This is an optimization exercise on Yosys and OpenROAD, whose aim is small area, not a production implementation. Where RTL was checked, it was by simulation tests only, not by an equivalence proof against the original. Power and IR drop assume default switching activity.

Setup of run 1:
==> flow/design.v <==
`default_nettype none
package hdc_pkg;
  localparam int unsigned HV_DIM     = 128;
  localparam int unsigned IM_ADDR_W  = 10;
  localparam int unsigned SET_W      = 3;
  localparam int unsigned INDEX_W    = 7;
  localparam int unsigned SEED_W     = 32;
  localparam int unsigned NUM_SETS   = 8;
  localparam int unsigned BUND_CNT_W = 8;
  localparam logic [SEED_W-1:0] CIM_BASE_SEED = 32'd621635317;
  localparam logic [NUM_SETS*SEED_W-1:0] ORTHO_SEEDS = {
    32'd2535149661,
    32'd2525737372,
    32'd4032445525,
    32'd811160829,
    32'd2850820469,
    32'd3074702788,
    32'd2391206478,
    32'd1103779247
  };
endpackage
module hdc_nor2  (input wire a, input wire b, output wire y);                  assign y = ~(a | b);              endmodule
module hdc_and2  (input wire a, input wire b, output wire y);                  assign y = a & b;                 endmodule
module hdc_xor2  (input wire a, input wire b, output wire y);                  assign y = a ^ b;                 endmodule
module hdc_xnor2 (input wire a, input wire b, output wire y);                  assign y = ~(a ^ b);              endmodule
module hdc_o21ai (input wire a1, input wire a2, input wire b1, output wire y); assign y = ~((a1 | a2) & b1);     endmodule
module hdc_o21a  (input wire a1, input wire a2, input wire b1, output wire y); assign y = (a1 | a2) & b1;        endmodule
module hdc_a221o (input wire a1, input wire a2, input wire b1, input wire b2, input wire c1, output wire y);
  assign y = (a1 & a2) | (b1 & b2) | c1;
endmodule
module hdc_a22o  (input wire a1, input wire a2, input wire b1, input wire b2, output wire y);
  assign y = (a1 & a2) | (b1 & b2);
endmodule
module hdc_mux2i (input wire a0, input wire a1, input wire s, output wire y);  assign y = ~(s ? a1 : a0);         endmodule
`default_nettype wire
`default_nettype none
module item_mem_port (
  input  logic        cim_i,
  input  logic [2:0]  set_i,
  input  logic [4:0]  rot_i,      
  output logic [31:0] nrot_o
);
  logic [31:0] seed;
  logic [4:0]  sel;
  logic [31:0] st [6];
  assign seed  = (cim_i ? hdc_pkg::CIM_BASE_SEED
                        : hdc_pkg::ORTHO_SEEDS[set_i*32 +: 32]);
  assign sel   = rot_i & {5{~cim_i}};
  assign st[0] = seed;
  for (genvar k = 0; k < 5; k++) begin : g_stage
    for (genvar j = 0; j < 32; j++) begin : g_bit
      hdc_mux2i u_mux (
        .a0 ( st[k][j]                   ),
        .a1 ( st[k][(j + 32 - (1 << k)) % 32] ),
        .s  ( sel[k]                     ),
        .y  ( st[k+1][j]                 )
      );
    end
  end
  assign nrot_o = st[5];
endmodule
`default_nettype wire
`default_nettype none
module hv_bundler (
  input  logic         clk_i,
  input  logic         arst_n_i,
  input  logic         valid_i,
  input  logic         last_i,
  input  logic [127:0] e_i,        
  output logic         par_o,      
  output logic [127:0] qhv_o,
  output logic         qhv_valid_o
);
  logic start_q;
  logic par_q;
  logic qhv_valid_q;
  logic [127:0][7:0] x_q;
  logic [127:0][7:0] x_d;
  always_ff @(posedge clk_i or negedge arst_n_i) begin
    if (!arst_n_i) begin
      start_q     <= 1'b1;
      par_q       <= 1'b0;
      qhv_valid_q <= 1'b0;
    end else begin
      qhv_valid_q <= valid_i & last_i;
      if (valid_i) begin
        start_q <= last_i;
        par_q   <= ~par_o;
      end
    end
  end
  assign par_o = par_q & ~start_q;
  logic nvalid, nstart;
  assign nvalid = ~valid_i;
  assign nstart = ~start_q;
  for (genvar i = 0; i < 128; i++) begin : g_pos
    logic [7:0] t;     
    logic [6:0] nm, u;
    logic       m7;
    assign t[0] = e_i[i];
    for (genvar k = 0; k < 7; k++) begin : g_bit
      hdc_nor2 u_nm (.a(x_q[i][k]), .b(start_q), .y(nm[k]));
      if (k % 2 == 0) begin : g_even
        hdc_nor2  u_u (.a(nvalid), .b(t[k]), .y(u[k]));
        hdc_o21ai u_t (.a1(x_q[i][k]), .a2(start_q), .b1(t[k]), .y(t[k+1]));
      end else begin : g_odd
        hdc_and2  u_u (.a(valid_i), .b(t[k]), .y(u[k]));
        hdc_nor2  u_t (.a(t[k]), .b(nm[k]), .y(t[k+1]));
      end
      hdc_xnor2 u_d (.a(nm[k]), .b(u[k]), .y(x_d[i][k]));
    end
    hdc_and2  u_m7 (.a(x_q[i][7]), .b(nstart), .y(m7));
    hdc_xnor2 u_d7 (.a(m7), .b(t[7]), .y(x_d[i][7]));
    assign qhv_o[i] = x_q[i][7];
  end
  always_ff @(posedge clk_i) begin
    x_q <= x_d;
  end
  assign qhv_valid_o = qhv_valid_q;
endmodule
`default_nettype wire
`default_nettype none
module hdc_encoder_top (
  input  logic              clk_i,
  input  logic              arst_n_i,
  input  logic              req_valid_i,
  input  logic              req_last_i,
  input  logic              req_cim_a_i,
  input  logic              req_cim_b_i,
  input  logic [9:0]        req_addr_a_i,
  input  logic [9:0]        req_addr_b_i,
  output logic [127:0]      qhv_o,
  output logic              qhv_valid_o
);
  logic       valid_q;
  logic       last_q;
  logic       cim_a_q, cim_b_q;
  logic [2:0] set_a_q, set_b_q;
  logic [4:0] rot_a_q, rot_b_q;
  logic [6:0] lo_q, hi_q;
  logic [6:0] flip_a, flip_b, lo_d, hi_d;
  assign flip_a = req_cim_a_i ? req_addr_a_i[9:3] : 7'd0;
  assign flip_b = req_cim_b_i ? req_addr_b_i[9:3] : 7'd0;
  assign lo_d   = (flip_a < flip_b) ? flip_a : flip_b;
  assign hi_d   = (flip_a < flip_b) ? flip_b : flip_a;
  always_ff @(posedge clk_i or negedge arst_n_i) begin
    if (!arst_n_i) begin
      valid_q <= 1'b0;
    end else begin
      valid_q <= req_valid_i;
    end
  end
  always_ff @(posedge clk_i) begin
    last_q  <= req_last_i;
    cim_a_q <= req_cim_a_i;
    cim_b_q <= req_cim_b_i;
    set_a_q <= req_addr_a_i[9:7];
    set_b_q <= req_addr_b_i[9:7];
    rot_a_q <= req_addr_a_i[4:0];
    rot_b_q <= req_addr_b_i[4:0];
    lo_q    <= lo_d;
    hi_q    <= hi_d;
  end
  logic         par, nvalid;
  logic [31:0]  nrot_a, nrot_b, per_x, per_p, per;
  logic [6:0]   lo, hi;
  assign nvalid = ~valid_q;
  item_mem_port u_im_a (.cim_i(cim_a_q), .set_i(set_a_q), .rot_i(rot_a_q), .nrot_o(nrot_a));
  item_mem_port u_im_b (.cim_i(cim_b_q), .set_i(set_b_q), .rot_i(rot_b_q), .nrot_o(nrot_b));
  for (genvar j = 0; j < 32; j++) begin : g_per
    hdc_xnor2 u_x (.a(nrot_a[j]), .b(nrot_b[j]), .y(per_x[j]));
    hdc_xor2  u_p (.a(per_x[j]), .b(par), .y(per_p[j]));
    hdc_nor2  u_v (.a(nvalid), .b(per_p[j]), .y(per[j]));
  end
  assign lo = lo_q;
  assign hi = hi_q;
  logic [7:0]  grp_f, grp_a, grp_b;
  logic [15:0] ge_l, lt_l;
  logic        same;
  assign same = lo[6:4] == hi[6:4];
  always_comb begin
    for (int v = 0; v < 8; v++) begin
      grp_f[v] = valid_q & (v > lo[6:4]) & (v < hi[6:4]);
      grp_a[v] = valid_q & (v == lo[6:4]);
      grp_b[v] = valid_q & (v == hi[6:4]) & ~same;
    end
    for (int v = 0; v < 16; v++) begin
      lt_l[v] = v < hi[3:0];
      ge_l[v] = (v >= lo[3:0]) & (~same | lt_l[v]);
    end
  end
  logic [127:0] band, e;
  for (genvar i = 0; i < 128; i++) begin : g_bind
    if (i / 16 == 0) begin : g_first
      hdc_and2  u_bd (.a(grp_a[0]), .b(ge_l[i%16]), .y(band[i]));
    end else if (i / 16 == 7) begin : g_last
      hdc_a22o  u_bd (.a1(grp_a[7]), .a2(ge_l[i%16]), .b1(grp_b[7]), .b2(lt_l[i%16]), .y(band[i]));
    end else begin : g_mid
      hdc_a221o u_bd (.a1(grp_a[i/16]), .a2(ge_l[i%16]), .b1(grp_b[i/16]), .b2(lt_l[i%16]),
                      .c1(grp_f[i/16]), .y(band[i]));
    end
    hdc_xor2  u_e  (.a(per[i % 32]), .b(band[i]), .y(e[i]));
  end
  hv_bundler u_bundler (
    .clk_i       ( clk_i       ),
    .arst_n_i    ( arst_n_i    ),
    .valid_i     ( valid_q     ),
    .last_i      ( last_q      ),
    .e_i         ( e           ),
    .par_o       ( par         ),
    .qhv_o       ( qhv_o       ),
    .qhv_valid_o ( qhv_valid_o )
  );
endmodule
`default_nettype wire
clock: 5.0 ns
lec_check: 0
abc_area: 0
cap_margin: 0
core_margin: 2
core_utilization: 70
cts_cluster_diameter: 100
cts_cluster_size: 25
place_density: 0.8
slew_margin: 0
synth_hierarchical: 1
standard.sh (not shown) runs the stock make flow with config.mk's settings and CLKGATE_MAP_FILE= SYNTH_SCRIPT=/design/flow/synth_recipe.tcl, a recipe that flattens the netlist after the stock synthesis.
==> flow/flow/run.sh <==
#!/bin/bash
# Standard layout, with the port buffers made from the smallest buffer cell.
set -euo pipefail
bash standard.sh BUFFER_PORTS_ARGS="-buffer_cell sky130_fd_sc_hd__buf_1" finish > standard.log 2>&1
Input changes introduced in run 2 (baseline for comparison: run 1):
--- a/flow/design.v
+++ b/flow/design.v
@@ -26,13 +26,10 @@
 module hdc_o21ai (input wire a1, input wire a2, input wire b1, output wire y); assign y = ~((a1 | a2) & b1);     endmodule
 module hdc_o21a  (input wire a1, input wire a2, input wire b1, output wire y); assign y = (a1 | a2) & b1;        endmodule
 module hdc_a221o (input wire a1, input wire a2, input wire b1, input wire b2, input wire c1, output wire y);
   assign y = (a1 & a2) | (b1 & b2) | c1;
 endmodule
-module hdc_a22o  (input wire a1, input wire a2, input wire b1, input wire b2, output wire y);
-  assign y = (a1 & a2) | (b1 & b2);
-endmodule
 module hdc_mux2i (input wire a0, input wire a1, input wire s, output wire y);  assign y = ~(s ? a1 : a0);         endmodule
 `default_nettype wire
 `default_nettype none
 module item_mem_port (
   input  logic        cim_i,
@@ -189,18 +186,12 @@
       ge_l[v] = (v >= lo[3:0]) & (~same | lt_l[v]);
     end
   end
   logic [127:0] band, e;
   for (genvar i = 0; i < 128; i++) begin : g_bind
-    if (i / 16 == 0) begin : g_first
-      hdc_and2  u_bd (.a(grp_a[0]), .b(ge_l[i%16]), .y(band[i]));
-    end else if (i / 16 == 7) begin : g_last
-      hdc_a22o  u_bd (.a1(grp_a[7]), .a2(ge_l[i%16]), .b1(grp_b[7]), .b2(lt_l[i%16]), .y(band[i]));
-    end else begin : g_mid
-      hdc_a221o u_bd (.a1(grp_a[i/16]), .a2(ge_l[i%16]), .b1(grp_b[i/16]), .b2(lt_l[i%16]),
-                      .c1(grp_f[i/16]), .y(band[i]));
-    end
+    hdc_a221o u_bd (.a1(grp_a[i/16]), .a2(ge_l[i%16]), .b1(grp_b[i/16]), .b2(lt_l[i%16]),
+                    .c1(grp_f[i/16]), .y(band[i]));
     hdc_xor2  u_e  (.a(per[i % 32]), .b(band[i]), .y(e[i]));
   end
   hv_bundler u_bundler (
     .clk_i       ( clk_i       ),
     .arst_n_i    ( arst_n_i    ),
Taking run 1 as the reference, in run 2 buffer and inverter count on the worst path lower; total stage count of the critical path dropped about 8%; layout cell share with drive strength beyond 1 now smaller; worst path arrival time rose by 0.06 ns. Comparing run 1 with run 2, the synthesized netlist cell count came out essentially unchanged. Between run 1 and run 2, area used by multi-input combinational logic increased. | mean cell area of the mapped netlist | run 2 vs run 1 | ≈ equal |. On height of the die, run 1 tracks run 2 almost exactly. Compared with run 1, in run 2 power share of the clock group went down 0.4 points; clock-pin slew reported for the worst setup and hold paths after clock tree synthesis did not really move.
Function not checked in run 2: the RTL went through the layout flow alone.

// hdc_encoder_top: RTL as listed in full above, without the edits since
Settings: LEC_CHECK=0, ABC_AREA=0, CAP_MARGIN=0, CORE_MARGIN=2, CORE_UTILIZATION=75, CTS_CLUSTER_DIAMETER=120, CTS_CLUSTER_SIZE=28, GPL_ROUTABILITY_DRIVEN=0, PLACE_DENSITY=0.85, SLEW_MARGIN=0, SYNTH_HIERARCHICAL=1; clock period 5.0 ns.
Scripts as last shown in full above: flow/flow/run.sh
The starting point finished with timing, DRC and antenna clean.
Next try:
--- a/flow/design.v
+++ b/flow/design.v
@@ -30,8 +30,9 @@
 endmodule
 module hdc_a22o  (input wire a1, input wire a2, input wire b1, input wire b2, output wire y);
   assign y = (a1 & a2) | (b1 & b2);
 endmodule
+module hdc_or3   (input wire a, input wire b, input wire c, output wire y);   assign y = a | b | c;             endmodule
 module hdc_mux2i (input wire a0, input wire a1, input wire s, output wire y);  assign y = ~(s ? a1 : a0);         endmodule
 `default_nettype wire
 `default_nettype none
 module item_mem_port (
@@ -65,9 +66,9 @@
   input  logic         clk_i,
   input  logic         arst_n_i,
   input  logic         valid_i,
   input  logic         last_i,
-  input  logic [127:0] e_i,        
+  input  logic [127:0] ue_i,       
   output logic         par_o,      
   output logic [127:0] qhv_o,
   output logic         qhv_valid_o
 );
@@ -96,12 +97,15 @@
   for (genvar i = 0; i < 128; i++) begin : g_pos
     logic [7:0] t;     
     logic [6:0] nm, u;
     logic       m7;
-    assign t[0] = e_i[i];
+    assign t[0] = 1'b0;   
     for (genvar k = 0; k < 7; k++) begin : g_bit
       hdc_nor2 u_nm (.a(x_q[i][k]), .b(start_q), .y(nm[k]));
-      if (k % 2 == 0) begin : g_even
+      if (k == 0) begin : g_first
+        assign u[0] = ue_i[i];
+        hdc_or3   u_t (.a(nvalid), .b(ue_i[i]), .c(nm[0]), .y(t[1]));
+      end else if (k % 2 == 0) begin : g_even
         hdc_nor2  u_u (.a(nvalid), .b(t[k]), .y(u[k]));
         hdc_o21ai u_t (.a1(x_q[i][k]), .a2(start_q), .b1(t[k]), .y(t[k+1]));
       end else begin : g_odd
         hdc_and2  u_u (.a(valid_i), .b(t[k]), .y(u[k]));
@@ -169,9 +173,9 @@
   item_mem_port u_im_b (.cim_i(cim_b_q), .set_i(set_b_q), .rot_i(rot_b_q), .nrot_o(nrot_b));
   for (genvar j = 0; j < 32; j++) begin : g_per
     hdc_xnor2 u_x (.a(nrot_a[j]), .b(nrot_b[j]), .y(per_x[j]));
     hdc_xor2  u_p (.a(per_x[j]), .b(par), .y(per_p[j]));
-    hdc_nor2  u_v (.a(nvalid), .b(per_p[j]), .y(per[j]));
+    hdc_and2  u_v (.a(valid_q), .b(per_p[j]), .y(per[j]));
   end
   assign lo = lo_q;
   assign hi = hi_q;
   logic [7:0]  grp_f, grp_a, grp_b;
@@ -188,9 +192,9 @@
       lt_l[v] = v < hi[3:0];
       ge_l[v] = (v >= lo[3:0]) & (~same | lt_l[v]);
     end
   end
-  logic [127:0] band, e;
+  logic [127:0] band, ue;
   for (genvar i = 0; i < 128; i++) begin : g_bind
     if (i / 16 == 0) begin : g_first
       hdc_and2  u_bd (.a(grp_a[0]), .b(ge_l[i%16]), .y(band[i]));
     end else if (i / 16 == 7) begin : g_last
@@ -198,16 +202,16 @@
     end else begin : g_mid
       hdc_a221o u_bd (.a1(grp_a[i/16]), .a2(ge_l[i%16]), .b1(grp_b[i/16]), .b2(lt_l[i%16]),
                       .c1(grp_f[i/16]), .y(band[i]));
     end
-    hdc_xor2  u_e  (.a(per[i % 32]), .b(band[i]), .y(e[i]));
+    hdc_xor2  u_e  (.a(per[i % 32]), .b(band[i]), .y(ue[i]));
   end
   hv_bundler u_bundler (
     .clk_i       ( clk_i       ),
     .arst_n_i    ( arst_n_i    ),
     .valid_i     ( valid_q     ),
     .last_i      ( last_q      ),
-    .e_i         ( e           ),
+    .ue_i        ( ue          ),
     .par_o       ( par         ),
     .qhv_o       ( qhv_o       ),
     .qhv_valid_o ( qhv_valid_o )
   );
After rerunning: The new run produced a clean layout. Combinational power hardly moves. Utilization fell by 0.41 points. Design area fell by 0.69%. Sequential share of layout area rose by 0.27 points. Global-route usage fell by 0.95 points. Cell count fell by 2.1%. Area after synthesis fell by 0.47%. Clock skew rose by 0.0055 ns. Wire length fell by 3.1%. Non-clock buffer count fell by 24. Power fell by 0.86%. Critical path depth stays the same.

[afterwards: timing with drivers on the ports]
The results above use ideal ports. As a check the final layouts listed here were re-extracted and re-timed, cells and wires unchanged.
Step 1 (the two cells are an assumption about what drives the block):
set clk [get_ports {clk_i}]
set_driving_cell -lib_cell sky130_fd_sc_hd__clkbuf_16 $clk
set_driving_cell -lib_cell sky130_fd_sc_hd__buf_2 [delete_from_list [all_inputs] $clk]
Step 2 times the ports against the registers' clock, not the clock port: input delays grow and output delays shrink by t, the midpoint of the rising clock arrivals with the driver on.
a / b / c = ideal / step 1 / step 2; a / b = the first two.
run | t (ns) | setup WS [ns] | worst setup path after step 2 | clock arrival spread, ns | worst slew at a driven data input, ns
run 1 | 0.693 | 0.344 / 0.344 / 0.344 | register to register | 0.030 / 0.031 | 0.09
run 2 | 0.693 | 0.275 / 0.275 / 0.275 | register to register | 0.032 / 0.032 | 0.08
the first run of note 2 | 0.687 | 0.257 / 0.257 / 0.257 | register to register | 0.019 / 0.018 | 0.08
the second run of note 2 | 0.683 | 0.207 / 0.207 / 0.207 | register to register | 0.024 / 0.024 | 0.09
After both steps every run listed still meets setup and hold.
